This is an optimization exercise on Yosys and OpenROAD, whose aim is small area, a short achievable clock period and few clock cycles per item, not a production implementation.
The RTL was checked by simulation tests, not by an equivalence proof against the original design.

Setup of run A:
// wm_block_blender
module wm_block_blender #(
    parameter  int DATA_W = 8,
    parameter  int MAX_M  = 8,
    localparam int IDX_W  = $clog2(MAX_M * MAX_M)
) (
    input  wire logic              clk,
    input  wire logic              rst,
    input  wire logic [IDX_W-1:0]  cfg_m,
    input  wire logic [DATA_W:0]   cfg_bthr,
    input  wire logic [7:0]        cfg_amin,
    input  wire logic [7:0]        cfg_amax,
    input  wire logic [7:0]        cfg_bmin,
    input  wire logic [7:0]        cfg_bmax,
    input  wire logic              s_valid,
    output logic                   s_ready,
    input  wire logic [DATA_W-1:0] s_data,
    output logic                   m_valid,
    input  wire logic              m_ready,
    output logic [DATA_W-1:0]      m_data,
    output logic                   m_last,
    output logic                   busy,
    output logic                   err
);
Size in the first run: ~72 I/O pins.
==> flow/config.mk <==
export PLATFORM = sky130hd
export DESIGN_NAME = wm_block_blender
export DESIGN_NICKNAME = wm_block_blender
export VERILOG_FILES = /design/flow/design.v
export SDC_FILE = /design/flow/constraint.sdc
export NUM_CORES = 4
export LEC_CHECK = 0
export ABC_AREA = 1
export CAP_MARGIN = 20
export CORE_MARGIN = 2
export CORE_UTILIZATION = 50
export CTS_CLUSTER_DIAMETER = 100
export CTS_CLUSTER_SIZE = 28
export SLEW_MARGIN = 20
export TNS_END_PERCENT = 10
==> flow/constraint.sdc <==
create_clock -name core_clock -period 13.0 [get_ports {clk}]
set_input_delay 2.6000 -clock core_clock [delete_from_list [all_inputs] [get_ports {clk}]]
set_output_delay 2.6000 -clock core_clock [all_outputs]
set_load 0.01 [all_outputs]
standard.sh (not shown) runs the stock make flow with config.mk's settings and CLKGATE_MAP_FILE= SYNTH_SCRIPT=/design/flow/synth_recipe.tcl, a recipe that flattens the netlist after the stock synthesis.
==> flow/flow/run.sh <==
#!/bin/bash
# Own flow: the standard ORFS flow (standard.sh) with two changes in how
# the layout is made; the clock, its period and the I/O constraints are
# unchanged:
#  * timing repair is asked to leave extra setup slack (SETUP_SLACK_MARGIN),
#  * the port buffers are sky130_fd_sc_hd__buf_2 cells.
set -euo pipefail
export SETUP_SLACK_MARGIN=9.5
export BUFFER_PORTS_ARGS="-buffer_cell sky130_fd_sc_hd__buf_2"
bash standard.sh > standard.log 2>&1
The flow did not stop early for run A: all stages ran, and the layout cleared the timing, design-rule and antenna checks.
Testbench counts of run A, summed over its fixed seeds: cycles 16,896, items 7,956.
What run B does differently from run A at the input level:
- removing ABC_AREA (formerly 1)
diff --git a/flow/flow/run.sh b/flow/flow/run.sh
--- a/flow/flow/run.sh
+++ b/flow/flow/run.sh
@@ -6 +6 @@
-#  * the port buffers are sky130_fd_sc_hd__buf_2 cells.
+#  * the port buffers are sky130_fd_sc_hd__buf_4 cells.
@@ -8,2 +8,2 @@
-export SETUP_SLACK_MARGIN=9.5
-export BUFFER_PORTS_ARGS="-buffer_cell sky130_fd_sc_hd__buf_2"
+export SETUP_SLACK_MARGIN=9.2
+export BUFFER_PORTS_ARGS="-buffer_cell sky130_fd_sc_hd__buf_4"
The final reports for run B and run A show area of the multi-input gates higher in the former. Diff run A -> run B: hold slack shows a reduction of 8.6 ps, worst-case setup margin in the final layout decreased 150 ps, die footprint now sits lower. Of run B and run A, it is run B that has the higher number of setup buffers added after CTS. Run A → run B: total placed instance area closely matched the old numbers; sequential share of layout area level. Going from run A to run B, utilization climbed 0.22 points; sequential cell area in the final layout shows no meaningful change.
Changes in run C relative to run B:
- changing CORE_UTILIZATION from 50 to 45
- setting ABC_AREA to 1 for the first time
diff --git a/flow/flow/run.sh b/flow/flow/run.sh
--- a/flow/flow/run.sh
+++ b/flow/flow/run.sh
@@ -6 +6 @@
-#  * the port buffers are sky130_fd_sc_hd__buf_4 cells.
+#  * the port buffers are sky130_fd_sc_hd__buf_2 cells.
@@ -8,2 +8,2 @@
-export SETUP_SLACK_MARGIN=9.2
-export BUFFER_PORTS_ARGS="-buffer_cell sky130_fd_sc_hd__buf_4"
+export SETUP_SLACK_MARGIN=9.6
+export BUFFER_PORTS_ARGS="-buffer_cell sky130_fd_sc_hd__buf_2"
--- outcome ---
Summary of run C over run B: wire length of the first global-routing pass now sits higher, share of post-route cells with drive strength above 1 now sits higher, non-clock buffer count now sits higher. Run B reports its startpoint of the most critical setup path as s_data[0] while run C reports s_data[2]. Run C completed end to end with timing, DRC and antenna clean. Going from run B to run C, the total CTS buffers was found to have gone up by about 13%. Post-synthesis average cell area: run C < run B. Of the two values seen for critical path's slowest cell, sky130_fd_sc_hd__o41a_1 was produced by run B and sky130_fd_sc_hd__ha_4 by run C.
Changes in run D relative to run C:
- CORE_UTILIZATION: 45 -> 50
- CTS_CLUSTER_SIZE: 28 -> 24
- CTS_CLUSTER_DIAMETER: 100 -> 80
diff --git a/flow/flow/run.sh b/flow/flow/run.sh
--- a/flow/flow/run.sh
+++ b/flow/flow/run.sh
@@ -6 +6 @@
-#  * the port buffers are sky130_fd_sc_hd__buf_2 cells.
+#  * the port buffers are sky130_fd_sc_hd__buf_4 cells.
@@ -8,2 +8,2 @@
-export SETUP_SLACK_MARGIN=9.6
-export BUFFER_PORTS_ARGS="-buffer_cell sky130_fd_sc_hd__buf_2"
+export SETUP_SLACK_MARGIN=9.5
+export BUFFER_PORTS_ARGS="-buffer_cell sky130_fd_sc_hd__buf_4"
[summary]
Core outline area in run D is 6500 um^2 below run C. Fraction of the cycle the final worst path needs: run D vs run C, no meaningful difference. Reported for run C and run D, count of final max-slew check failures turned out identical to the last digit. Compared to run C, run D reaches a higher achievable clock. The final reports for run D and run C show worst-case headroom to the max-slew limit higher in the former. Run D did not stop at any stage, and its layout met the timing, design-rule and antenna checks. Going from run C to run D, wire length decreased by about 0.9% relative to the old numbers; wire length of the first global-routing pass now sits at about the same level.

## port drivers added, routing unchanged
The flow's constraints put no driver on any port. The routed layouts listed below were extracted and timed again, unchanged, in two steps.
Step 1 sets driving cells, clkbuf_16 on the clock port and buf_2 on the other inputs (assumed; they add their load-dependent delay and slew).
Step 2, shift: input delay + t, output delay - t, t = (earliest + latest rising clock arrival at the registers) / 2. This alone moves slack from input paths to output paths.
a / b / c = ideal ports / drivers / drivers and shift; a / b = the first two.
run | shift t [ns] | setup slack, ns | clock arrival spread, ns | worst slew at a driven data input, ns | pins driven straight from the clock port
run A | 0.640 | 9.197 / 9.123 / 8.483 | 0.034 / 0.034 | 0.15 | 1
run B | 0.697 | 9.044 / 9.036 / 8.339 | 0.034 / 0.034 | 0.10 | 1
run C | 0.646 | 9.182 / 9.126 / 8.529 | 0.035 / 0.036 | 0.09 | 1
run D | 0.645 | 9.199 / 9.129 / 8.485 | 0.024 / 0.025 | 0.15 | 1
After both steps every run listed still meets setup and hold.
